This is an optimization exercise on Yosys and OpenROAD, whose aim is small area, not a production implementation.
Only simulation tests tie the RTL to the original design; equivalence was not proved.
No activity file was given, so power comes from the tool's default toggle rates.

### config.mk
export PLATFORM = sky130hd
export DESIGN_NAME = wvf_acq_top
export DESIGN_NICKNAME = wvf_acq_top
export VERILOG_FILES = /design/flow/design.v
export SDC_FILE = /design/flow/constraint.sdc
export NUM_CORES = 4
export LEC_CHECK = 0
export CAP_MARGIN = 20
export CORE_MARGIN = 2
export CORE_UTILIZATION = 40
export SLEW_MARGIN = 20
### constraint.sdc
create_clock -name core_clock -period 8.0 [get_ports {lclk}]
set_input_delay 1.6000 -clock core_clock [delete_from_list [all_inputs] [get_ports {lclk}]]
set_output_delay 1.6000 -clock core_clock [all_outputs]
set_load 0.01 [all_outputs]
### design.v
`default_nettype none
package wvf_pkg;
  localparam int ADC_W = 12;
  localparam int LTC_W = 24;
  localparam int PRE_LEN = 4;
  localparam int POST_LEN_W = 5;
  localparam int LEN_W = 6;
  localparam int WORD_W = 32;
  localparam int BUF_DEPTH = 64;
  localparam int CREDIT_W = 7;
  typedef union packed {
    struct packed {
      logic              kind;
      logic              sw_src;
      logic [LEN_W-1:0]  n_samp;
      logic [23:0]       trig_time;
    } hdr;
    struct packed {
      logic              kind;
      logic [18:0]       rsvd;
      logic [ADC_W-1:0]  sample;
    } samp;
  } rdout_word_u;
endpackage
`default_nettype wire
`default_nettype none
import wvf_pkg::*;
module trig_capture
(
  input  logic                  lclk,
  input  logic                  lclk_rst,
  input  logic [ADC_W-1:0]      i_adc_sample,
  input  logic [ADC_W-1:0]      i_thresh,
  input  logic                  i_trig_en,
  input  logic                  i_sw_trig,
  input  logic [POST_LEN_W-1:0] i_post_len,
  input  logic                  i_credit_return,
  output logic                  o_wr_en,
  output wvf_pkg::rdout_word_u           o_wr_word
);
  logic [LTC_W-1:0]    ltc;
  logic [ADC_W-1:0]    dly_line [PRE_LEN+1];
  logic                thresh_hit;
  logic                trig_fire;
  logic                trig_accept;
  logic [CREDIT_W-1:0] credit_cnt;
  logic [CREDIT_W-1:0] credit_need;
  logic                capt_busy;
  logic [LEN_W-1:0]    words_left;
  wvf_pkg::rdout_word_u         hdr_word;
  wvf_pkg::rdout_word_u         samp_word;
  always_ff @(posedge lclk) begin
    if (lclk_rst) begin
      ltc <= '0;
    end else begin
      ltc <= ltc + 1'b1;
    end
  end
  always_ff @(posedge lclk) begin
    if (lclk_rst) begin
      for (int i = 0; i <= PRE_LEN; i++) begin
        dly_line[i] <= '0;
      end
    end else begin
      dly_line[0] <= i_adc_sample;
      for (int i = 1; i <= PRE_LEN; i++) begin
        dly_line[i] <= dly_line[i-1];
      end
    end
  end
  assign thresh_hit = i_trig_en &&
                      (i_adc_sample >= i_thresh) &&
                      (dly_line[0] < i_thresh);
  assign trig_fire = thresh_hit || i_sw_trig;
  assign credit_need = CREDIT_W'(PRE_LEN + 1) + CREDIT_W'(i_post_len);
  assign trig_accept = trig_fire && !capt_busy && !o_wr_en &&
                       (credit_cnt >= credit_need);
  always_comb begin
    hdr_word = '0;
    hdr_word.hdr.kind = 1'b1;
    hdr_word.hdr.sw_src = i_sw_trig;
    hdr_word.hdr.n_samp = LEN_W'(PRE_LEN) + LEN_W'(i_post_len);
    hdr_word.hdr.trig_time = ltc[23:0];
  end
  always_comb begin
    samp_word = '0;
    samp_word.samp.kind = 1'b0;
    samp_word.samp.sample = dly_line[PRE_LEN];
  end
  always_ff @(posedge lclk) begin
    if (lclk_rst) begin
      capt_busy <= 1'b0;
      words_left <= '0;
      o_wr_en <= 1'b0;
    end else begin
      o_wr_en <= 1'b0;
      if (capt_busy) begin
        o_wr_en <= 1'b1;
        words_left <= words_left - 1'b1;
        if (words_left == LEN_W'(1)) begin
          capt_busy <= 1'b0;
        end
      end else if (trig_accept) begin
        o_wr_en <= 1'b1;
        capt_busy <= 1'b1;
        words_left <= hdr_word.hdr.n_samp;
      end
    end
  end
  always_ff @(posedge lclk) begin
    if (capt_busy) begin
      o_wr_word <= samp_word;
    end else if (trig_accept) begin
      o_wr_word <= hdr_word;
    end
  end
  always_ff @(posedge lclk) begin
    if (lclk_rst) begin
      credit_cnt <= CREDIT_W'(BUF_DEPTH);
    end else begin
      credit_cnt <= credit_cnt + CREDIT_W'(i_credit_return) - CREDIT_W'(o_wr_en);
    end
  end
endmodule
`default_nettype wire
`default_nettype none
import wvf_pkg::*;
module wvf_buffer
(
  input  logic        lclk,
  input  logic        lclk_rst,
  input  logic        i_wr_en,
  input  wvf_pkg::rdout_word_u i_wr_word,
  input  logic        i_pop,
  output logic        o_not_empty,
  output wvf_pkg::rdout_word_u o_head_word,
  output logic        o_credit_return
);
  logic [WORD_W-1:0]            mem [BUF_DEPTH];
  logic [$clog2(BUF_DEPTH)-1:0] wr_ptr;
  logic [$clog2(BUF_DEPTH)-1:0] rd_ptr;
  logic [$clog2(BUF_DEPTH):0]   fill_cnt;
  always_ff @(posedge lclk) begin
    if (i_wr_en) begin
      mem[wr_ptr] <= i_wr_word;
    end
  end
  always_ff @(posedge lclk) begin
    if (lclk_rst) begin
      wr_ptr <= '0;
      rd_ptr <= '0;
      fill_cnt <= '0;
    end else begin
      if (i_wr_en) begin
        wr_ptr <= wr_ptr + 1'b1;
      end
      if (i_pop) begin
        rd_ptr <= rd_ptr + 1'b1;
      end
      fill_cnt <= fill_cnt + ($clog2(BUF_DEPTH)+1)'(i_wr_en)
                           - ($clog2(BUF_DEPTH)+1)'(i_pop);
    end
  end
  assign o_not_empty = (fill_cnt != '0);
  assign o_head_word = mem[rd_ptr];
  always_ff @(posedge lclk) begin
    if (lclk_rst) begin
      o_credit_return <= 1'b0;
    end else begin
      o_credit_return <= i_pop;
    end
  end
endmodule
`default_nettype wire
`default_nettype none
import wvf_pkg::*;
module rdout_framer
(
  input  logic              lclk,
  input  logic              lclk_rst,
  input  logic              i_not_empty,
  input  wvf_pkg::rdout_word_u       i_head_word,
  output logic              o_pop,
  input  logic              i_rdout_ready,
  output logic              o_rdout_valid,
  output logic [WORD_W-1:0] o_rdout_word,
  output logic              o_rdout_last
);
  logic              out_valid;
  logic [WORD_W-1:0] out_word;
  logic              out_last;
  logic [LEN_W-1:0]  samp_left;
  logic              drain;
  assign drain = out_valid && i_rdout_ready;
  assign o_pop = i_not_empty && (!out_valid || i_rdout_ready);
  always_ff @(posedge lclk) begin
    if (lclk_rst) begin
      out_valid <= 1'b0;
      out_last <= 1'b0;
      samp_left <= '0;
    end else begin
      if (o_pop) begin
        out_valid <= 1'b1;
        if (i_head_word.hdr.kind) begin
          samp_left <= i_head_word.hdr.n_samp;
          out_last <= 1'b0;
        end else begin
          samp_left <= samp_left - 1'b1;
          out_last <= (samp_left == LEN_W'(1));
        end
      end else if (drain) begin
        out_valid <= 1'b0;
        out_last <= 1'b0;
      end
    end
  end
  always_ff @(posedge lclk) begin
    if (o_pop) begin
      out_word <= i_head_word;
    end
  end
  assign o_rdout_valid = out_valid;
  assign o_rdout_word = out_word;
  assign o_rdout_last = out_last;
endmodule
`default_nettype wire
`default_nettype none
import wvf_pkg::*;
module wvf_acq_top
(
  input  logic                  lclk,
  input  logic                  lclk_rst,
  input  logic [ADC_W-1:0]      i_adc_sample,
  input  logic [ADC_W-1:0]      i_thresh,
  input  logic                  i_trig_en,
  input  logic                  i_sw_trig,
  input  logic [POST_LEN_W-1:0] i_post_len,
  input  logic                  i_rdout_ready,
  output logic                  o_rdout_valid,
  output logic [WORD_W-1:0]     o_rdout_word,
  output logic                  o_rdout_last
);
  logic        wr_en;
  wvf_pkg::rdout_word_u wr_word;
  logic        credit_return;
  logic        not_empty;
  wvf_pkg::rdout_word_u head_word;
  logic        pop;
  trig_capture u_capture (
    .lclk            (lclk),
    .lclk_rst        (lclk_rst),
    .i_adc_sample    (i_adc_sample),
    .i_thresh        (i_thresh),
    .i_trig_en       (i_trig_en),
    .i_sw_trig       (i_sw_trig),
    .i_post_len      (i_post_len),
    .i_credit_return (credit_return),
    .o_wr_en         (wr_en),
    .o_wr_word       (wr_word)
  );
  wvf_buffer u_buffer (
    .lclk            (lclk),
    .lclk_rst        (lclk_rst),
    .i_wr_en         (wr_en),
    .i_wr_word       (wr_word),
    .i_pop           (pop),
    .o_not_empty     (not_empty),
    .o_head_word     (head_word),
    .o_credit_return (credit_return)
  );
  rdout_framer u_framer (
    .lclk          (lclk),
    .lclk_rst      (lclk_rst),
    .i_not_empty   (not_empty),
    .i_head_word   (head_word),
    .o_pop         (pop),
    .i_rdout_ready (i_rdout_ready),
    .o_rdout_valid (o_rdout_valid),
    .o_rdout_word  (o_rdout_word),
    .o_rdout_last  (o_rdout_last)
  );
endmodule
`default_nettype wire
### run.sh
#!/bin/bash
# synth_recipe.tcl (not shown) runs the flow's synth.tcl, then flattens the netlist and writes it again
# the make line also repeats each setting of config.mk as NAME=value (left out here)
make -C /OpenROAD-flow-scripts/flow DESIGN_CONFIG=/design/flow/config.mk WORK_HOME=/design/flow/orfs CLKGATE_MAP_FILE= SYNTH_SCRIPT=/design/flow/synth_recipe.tcl finish
==> reports/results.md <==
- **die extent in x** 468 um
- **count of final hold-check violations** 0
- **share of total power consumed by net switching** 26.7%
- **final setup vio count** 0
- **number of hold buffers added after CTS** 0
- **gr usage total** 19.9%
- **initial antenna violation count** 5
- **post-cts repair resize count** 0
- **Yosys reg bits** 2245
- **top-area cell type share of the netlist area** 73.1%
- **count of flip-flops with a built-in enable after synthesis** 2092
- **flop-to-flop setup slack** 3660 ps
- **setup fix buffers added after clock tree synthesis** 0
- **routed wirelength normalized by instance count** 31.0 um
- **instance area after placement** 0.0906 mm^2
- **TritonCTS clock tree** built
- **Critical Path RT** 8700 ps
- **detailed placer's ending HPWL** 119000 um
- **H-tree lvl count** 4
- **sequential element share of the synthesized area** 76.7%
- **maximum number of pins on one net before global-route repair** 132
- **kind of end point of the critical path** register
- **largest area contributor in the synthesized netlist** sky130_fd_sc_hd__edfxtp_1
- **footprint of the multi-input gates** 0.0193 mm^2
- **reported net switching power** 8.17 mW
- **area added between synthesis and finish** 13.5%
- **Top Ports** 68
- **Clock Latency Late Sink** 870 ps
- **worst slew margin relative to its limit** 21.5%
- **dominant synthesized flop cell** sky130_fd_sc_hd__edfxtp_1
- **worst reg2reg path depth** 10
- **sequential power share** 46.4%
- **classification of the worst-slack hold path** register to register
- **fraction of layout cells with a size suffix above 1** 28.2%
- **y dimension of the die** 468 um
- **number of filler instances in the final layout** 17600
- **site row count** 170
- **area of the core** 0.214 mm^2
- **post-synthesis compound-gate area fraction** 1.02%
- **clock skew** 61.6 ps
- **Starting Density** 40.1%
- **maximum vdd drop** 0.284 mV
- **leading post-synthesis cells by instance count** sky130_fd_sc_hd__edfxtp_1 (2092), sky130_fd_sc_hd__mux4_2 (641), sky130_fd_sc_hd__dfxtp_1 (153)
- **post-synth cell types** 55
- **maximum net fanout on the critical path** 58
- **Crit path largest cell delay** 840 ps
- **count leader, synth** sky130_fd_sc_hd__edfxtp_1
- **Post-Synthesis Cells** 3780
- **unrepaired setup endpoints after global routing** no
- **cell types occupying the most area after synthesis** sky130_fd_sc_hd__edfxtp_1 (73%), sky130_fd_sc_hd__mux4_2 (17%), sky130_fd_sc_hd__dfxtp_1 (3.6%), sky130_fd_sc_hd__ha_1 (0.80%), sky130_fd_sc_hd__nor2_1 (0.64%)
- **crit start category** register
- **Via Count** 40100
- **least setup slack across all paths after layout** 3660 ps
- **wire length of the first global-routing pass** 307000 um
- **Avg Cell Area, Syn** 22.7 um^2
- **arrival time of data at the critical path endpoint** 5040 ps
- **end of the critical path** u_framer.samp_left[2]$_SDFFE_PP0N_
- **Slew Limit Fails** 0
- **final std cell area, no fill** 0.0976 mm^2
- **number of buffers inserted during clock tree synthesis** 218
- **number of global-route vias before repair** 40400
- **most repeated library cell on the critical path** sky130_fd_sc_hd__a22oi_1
- **DRC violations left** 0
- **share of synthesized cell area in full adder, half adder and majority cells** 0.847%
- **1st-iter DRT viols** 5015
- **Final Net Count** 4087
- **Max Freq** 231 MHz
- **cell-internal power** 22.4 mW
- **PortBufs** 67
- **sum of overflow across all layers after global routing** 0
- **Clock Tree Buf Depth** 3
- **critical path class** register to register
- **Cell Chain, Critical Path** buf_4, buf_4, mux4_2, a22oi_1, nand2_1, a22oi_1, o221ai_1, mux2_2, a22oi_1, nor2_1
- **synthesized-area fraction occupied by xor and xnor cells** 0.459%
- **buffer cell driving the clock tree root** sky130_fd_sc_hd__clkbuf_16
- **post-detailed-routing wire length** 218000 um
- **run status** no timing/DRC/antenna violations
- **proportion of power drawn by combinational gates** 21.1%
- **number of warnings printed during yosys synthesis** 4
- **TritonCTS sink count** 2245
- **Post-Syn Nets** 3871
- **final weighted congestion in routability-driven placement** 0.782
- **final worst path period share** 54.2%
- **final critical-path required period** 4340 ps
- **number of nets still failing antenna checks after routing** 0
- **R2R Path End** u_framer.samp_left[2]$_SDFFE_PP0N_
- **Placement Setup Slack** 2870 ps
- **sum of negative setup slack** 0 ps
- **slowest stage cell, crit path** sky130_fd_sc_hd__buf_4
- **simple-gate share of the synthesized area** 2.09%
- **Via density** 5.71
- **slew at the pin closest to its max-slew limit** 1180 ps
- **mux cell area share after synthesis** 17.5%
- **main combinational cell family by area after synthesis** multiplexers
- **storage element area** 0.0660 mm^2
- **max-cap check violation count** 0
- **share of async-settable or async-resettable flops after synthesis** 0%
- **proportion of power drawn by the clock network** 32.5%
- **drt pass-1 iters** 5
- **Cell Area, Synth** 0.0859 mm^2
- **leakage dissipation** 30.1 nW
- **WHS** 429 ps
- **CTS clock-pin slew for the worst setup and hold paths** 60 ps
- **cell area power density** 314 mW/mm^2
- **area of the die** 0.219 mm^2
how the worst min path moves through the flow:
stage / from / end / slack (ps) / cells after the start
4_1_cts: u_capture.dly_line[2][4]$_SDFF_PP0_ / u_capture.dly_line[3][4]$_SDFF_PP0_ / 430 / 1
2_1_floorplan: u_capture.dly_line[1][0]$_SDFF_PP0_ / u_capture.dly_line[2][0]$_SDFF_PP0_ / 410 / 1
5_1_grt: u_capture.dly_line[1][11]$_SDFF_PP0_ / u_capture.dly_line[2][11]$_SDFF_PP0_ / 450 / 1
6_report: u_capture.dly_line[2][7]$_SDFF_PP0_ / u_capture.dly_line[3][7]$_SDFF_PP0_ / 430 / 1
3_3_place_gp: u_capture.dly_line[2][10]$_SDFF_PP0_ / u_capture.dly_line[3][10]$_SDFF_PP0_ / 420 / 1
3_5_place_dp: u_capture.dly_line[2][4]$_SDFF_PP0_ / u_capture.dly_line[3][4]$_SDFF_PP0_ / 420 / 1
power groups by stage:
| stage | Sequential (mW) | Clock, mW | Combinational, mW |
|---|---|---|---|
| 3_5_place_dp | 14.4 | 0 | 6.56 |
| 2_1_floorplan | 14.5 | 0 | 4.54 |
| 6_report | 14.2 | 9.96 | 6.46 |
| 3_3_place_gp | 14.4 | 0 | 6.51 |
| 5_1_grt | 14.2 | 10.6 | 6.94 |
| 4_1_cts | 14.2 | 10.1 | 6.58 |
logic make-up after synthesis:
logic type / Yosys count
flops: 2245
mux: 698
simple gates: 368
buf+inv: 238
compound gates: 129
fa+ha+maj: 57
xor+xnor: 45
per-stage QoR:
stage          power, mW  utilization [%]  cells
2_1_floorplan       19.0                -   3780
3_3_place_gp        20.9             42.3   6614
3_5_place_dp        21.0             42.3   6614
4_1_cts             30.9             45.5   7022
5_1_grt             31.7             45.6   7023
6_report            30.6             45.6   7023
per-layer routing:
metal | up-vias | wire length, um | track usage [%]
met5 | - | 0 | 0
met4 | 0 | 4360 | 4.75
met3 | 253 | 17200 | 3.94
met2 | 1653 | 104000 | 31.7
met1 | 21900 | 91800 | 28.5
li1 | 16300 | - | -
state kept, by name (all words and copies together) (netlist names), 7 cells and up, named ones only:
register,flops
u_buffer.fill_cnt,7
u_buffer.mem,2048
u_capture.credit_cnt,7
u_capture.dly_line,60
u_capture.ltc,24
u_capture.o_wr_word,32
u_framer.out_word,32
area by class of cell:
cell class                      count  area share (%)
Sequential cell                  2245            67.6
Multi-Input combinational cell   1297            19.8
Clock buffer                      301            6.09
Tap cell                         2838            3.64
Timing Repair Buffer              187            1.74
Clock inverter                    107            1.01
Inverter                           47           0.182
Antenna cell                        1         0.00256
layout by cell type (no fill, tap or decap), drive strengths merged, types with 20 or more instances in the layout:
cell	netlist	routed
a21oi	29	29
mux2i	36	36
xor2	31	31
buf	112	121
mux2	21	21
mux4	641	641
clkinv	1	85
nor2	146	146
a22oi	22	22
dfxtp	153	153
ha	55	55
o21ai	20	20
inv	46	53
nor3	23	23
nand3	21	21
clkbuf	79	301
clkdlybuf4s50	0	66
nor2b	75	75
edfxtp	2092	2092
nand2	44	44
worst max-delay path: cells and delay by family, from the launching register on:
kind,cells,cell delay (ps)
buf+inv,2,1430
compound gates,4,900
mux,2,810
flops,1,780
simple gates,2,170

## what the ideal ports hide
Ports are ideal in the flow. The routed layout listed here was re-timed in OpenROAD.
Step 1: set_driving_cell puts a clkbuf_16 on lclk and a buf_2 on each other input, an assumption about the parent block.
Step 2 adds t to the input delays and takes it off the output delays; t is the mean of the earliest and latest rising clock arrival at the registers after step 1. Input paths then give back, and output paths get back, about the clock's delay inside the block.
Three values: ideal, step 1, step 2; two values: the first two.
t (ns): 0.942
setup WS [ns]: 3.663 / 3.663 / 2.907
worst setup path after step 2: input to register
After both steps setup and hold are still met in this run. For this run, drivers alone change the setup slack by 0.000 ns; drivers and shift together by -0.756 ns.
